This is an optimization exercise on Yosys and OpenROAD, whose aim is small area, a short achievable clock period and few clock cycles per item, not a production implementation. In this exercise RTL edits were held to simulation tests only and were not proved equivalent to the original. No activity file was given, so power comes from the tool's default toggle rates.

==> flow/design.v (excerpt) <==
module decimal_float_add_subtract (
  input  wire logic               clk,
  input  wire logic               rst,
  input  wire logic               in_valid,
  output logic                    in_ready,
  input  wire logic               command,
  input  wire logic               a_sign,
  input  wire logic signed [10:0] a_exponent,
  input  wire logic [63:0]        a_digits,
  input  wire logic               b_sign,
  input  wire logic signed [10:0] b_exponent,
  input  wire logic [63:0]        b_digits,
  output logic                    out_valid,
  input  wire logic               out_ready,
  output logic                    result_sign,
  output logic signed [10:0]      result_exponent,
  output logic [63:0]             result_digits,
  output logic                    exponent_out_of_range
);
  logic        adv, o_free;
  logic        rdy;    
  logic        v0, sa0, sb0, za0, zb0, ge0;
  logic [63:0] a0, b0;
  logic [10:0] ea0, eb0;
  logic [3:0]  sab0, sba0;
  logic        v1, sx1, sub1;
  logic [79:0] t1;
  logic [10:0] e1;
  logic        v2, ovf2, s2;
  logic [63:0] m2;
  logic [10:0] e2;
  logic        kv, k_sign, k_oor;
  logic [10:0] k_exp;
  logic [63:0] k_digits;
  logic [63:0] dap, dbp, mb;
  logic        zap, zbp, gep;
  logic [3:0]  sabp, sbap;
  logic [79:0] ta;
  logic [10:0] ea, eb;
  logic        sxa, suba, ovfb, sb;
  logic        zs, zo;
  logic [10:0] ze;
  logic [63:0] zd;
  assign adv      = !kv;
  assign in_ready = rdy;
  assign o_free   = !out_valid || out_ready;
  dfas_prep u_prep (
    .a_digits(a_digits), .b_digits(b_digits), .a_exponent(a_exponent),
    .b_exponent(b_exponent), .da(dap), .db(dbp), .za(zap), .zb(zbp), .a_ge(gep),
    .sh_ab(sabp), .sh_ba(sbap)
  );
  ...
For scale: about 4200 cells after synthesis, ~490 flip-flops, ~0.033 mm^2 of cells after synthesis.
==> flow/config.mk <==
export PLATFORM = sky130hd
export DESIGN_NAME = decimal_float_add_subtract
export DESIGN_NICKNAME = decimal_float_add_subtract
export VERILOG_FILES = /design/flow/design.v
export SDC_FILE = /design/flow/constraint.sdc
export NUM_CORES = 4
export LEC_CHECK = 0
export ABC_AREA = 1
export CAP_MARGIN = 20
export CORE_MARGIN = 2
export CORE_UTILIZATION = 40
export CTS_BUF_LIST = sky130_fd_sc_hd__clkbuf_8
export CTS_CLUSTER_DIAMETER = 100
export CTS_CLUSTER_SIZE = 20
export SLEW_MARGIN = 20
==> flow/constraint.sdc <==
create_clock -name core_clock -period 16.0 [get_ports {clk}]
set_input_delay 3.2000 -clock core_clock [delete_from_list [all_inputs] [get_ports {clk}]]
set_output_delay 3.2000 -clock core_clock [all_outputs]
set_load 0.01 [all_outputs]
standard.sh (not shown) runs the stock make flow with config.mk's settings and CLKGATE_MAP_FILE= SYNTH_SCRIPT=/design/flow/synth_recipe.tcl, a recipe that flattens the netlist after the stock synthesis.
==> flow/flow/run.sh <==
#!/bin/bash
# Own layout flow: the standard ORFS flow (standard.sh: unchanged synthesis and
# steps, the standard flow's constraint.sdc and clock period), with two changes to how the layout
# is made: the timing repair is asked to leave extra setup slack, so the layout is
# optimised for a shorter achieved period, and the port buffers are buf_1 cells (sized up by the repair where timing needs it)
# instead of the default delay-buffer cell. Every port still gets its buffer.
# make's full output is in run_standard.log; each step's tool log is in orfs/logs/.
set -euo pipefail
bash standard.sh SETUP_SLACK_MARGIN=11.6 \
  "BUFFER_PORTS_ARGS=-buffer_cell sky130_fd_sc_hd__buf_1" finish > run_standard.log 2>&1
test -f out/final.def
The starting point completed with no timing, DRC or antenna violations.
Testbench counts at the start, summed over its fixed seeds: cycles 16,032, items 16,000.
==> next run, changes <==
CORE_UTILIZATION = 50   (was 40)
CTS_BUF_LIST = not set   (was sky130_fd_sc_hd__clkbuf_8)
After rerunning: Clock-buffer cell count rises by 20; combinational power went down by about 2%; clock skew hardly moves; area after synthesis is unchanged; global-route usage increases by 4.5 points; total power rose by 3.0%; utilization rose by 11 points; setup slack is better by 0.038 ns; via count falls by 1.1%.
==> next run, changes <==
CORE_UTILIZATION = 40   (was 50)
CTS_CLUSTER_DIAMETER = 120   (was 100)
CTS_CLUSTER_SIZE = 30   (was 20)
The changed run went through all stages and came out clean.
Register-to-register slack is better by 0.06 ns.
Wire length rose by 3.0%.
Sequential power barely changes.
Die area grows by 25%.
First-iteration DRC count rose by 7.5%.
Global-route usage drops by 4.6 points.
Power falls by 2.1%.
Sequential share of layout area barely changes.
Non-clock buffer count shrinks by 4.
==> next run, changes <==
CAP_MARGIN = 0   (was 20)
CTS_CLUSTER_DIAMETER = 100   (was 120)
CTS_CLUSTER_SIZE = 20   (was 30)
SLEW_MARGIN = 0   (was 20)
Worst setup slack degrades by 0.034 ns.
Power went up by 2.8%.
Die area does not change.
Worst hold slack is worse by 0.0031 ns.
==> next run, changes <==
--- a/flow/flow/run.sh
+++ b/flow/flow/run.sh
@@ -8,3 +8,3 @@
 set -euo pipefail
-bash standard.sh SETUP_SLACK_MARGIN=11.6 \
+bash standard.sh SETUP_SLACK_MARGIN=11.75 \
   "BUFFER_PORTS_ARGS=-buffer_cell sky130_fd_sc_hd__buf_1" finish > run_standard.log 2>&1
CAP_MARGIN = 20   (was 0)
SLEW_MARGIN = 20   (was 0)
The changed run finished clean.
Register-to-register slack gains 0.05 ns.
Count of clock-buffer cells in the layout is unchanged.
Final area is higher by 0.55%.
Worst setup slack hardly moves.
Critical path depth does not change.
Non-clock buffer count goes up by 4.

[re-timing with driven ports]
The flow's constraints put no driver on any port. The routed layouts listed below were extracted and timed again, unchanged, in two steps. Step 1: set_driving_cell puts a clkbuf_16 on clk and a buf_2 on each other input, an assumption about the parent block. Step 2 adds t to the input delays and takes it off the output delays; t is the mean of the earliest and latest rising clock arrival at the registers after step 1. Input paths then give back, and output paths get back, about the clock's delay inside the block. Three values: ideal ports, drivers, drivers and shift; two values: the first two.
run	t (ns)	setup slack, ns	hold slack, ns	latest minus earliest clock arrival (ns)	pins driven straight from the clock port
the first run	0.744	11.521 / 11.461 / 11.015	0.459 / 0.459 / 0.459	0.028 / 0.028	1
the second run	0.673	11.559 / 11.553 / 10.908	0.455 / 0.455 / 0.455	0.028 / 0.029	1
the third run	0.643	11.638 / 11.571 / 11.011	0.456 / 0.456 / 0.456	0.035 / 0.035	1
the fourth run	0.679	11.605 / 11.539 / 10.989	0.453 / 0.453 / 0.453	0.017 / 0.018	1
the fifth run	0.679	11.604 / 11.539 / 11.036	0.452 / 0.452 / 0.452	0.019 / 0.019	1
After both steps setup and hold are still met in every run listed. For the second run, which loses most, drivers alone change the setup slack by -0.006 ns; drivers and shift together by -0.651 ns.
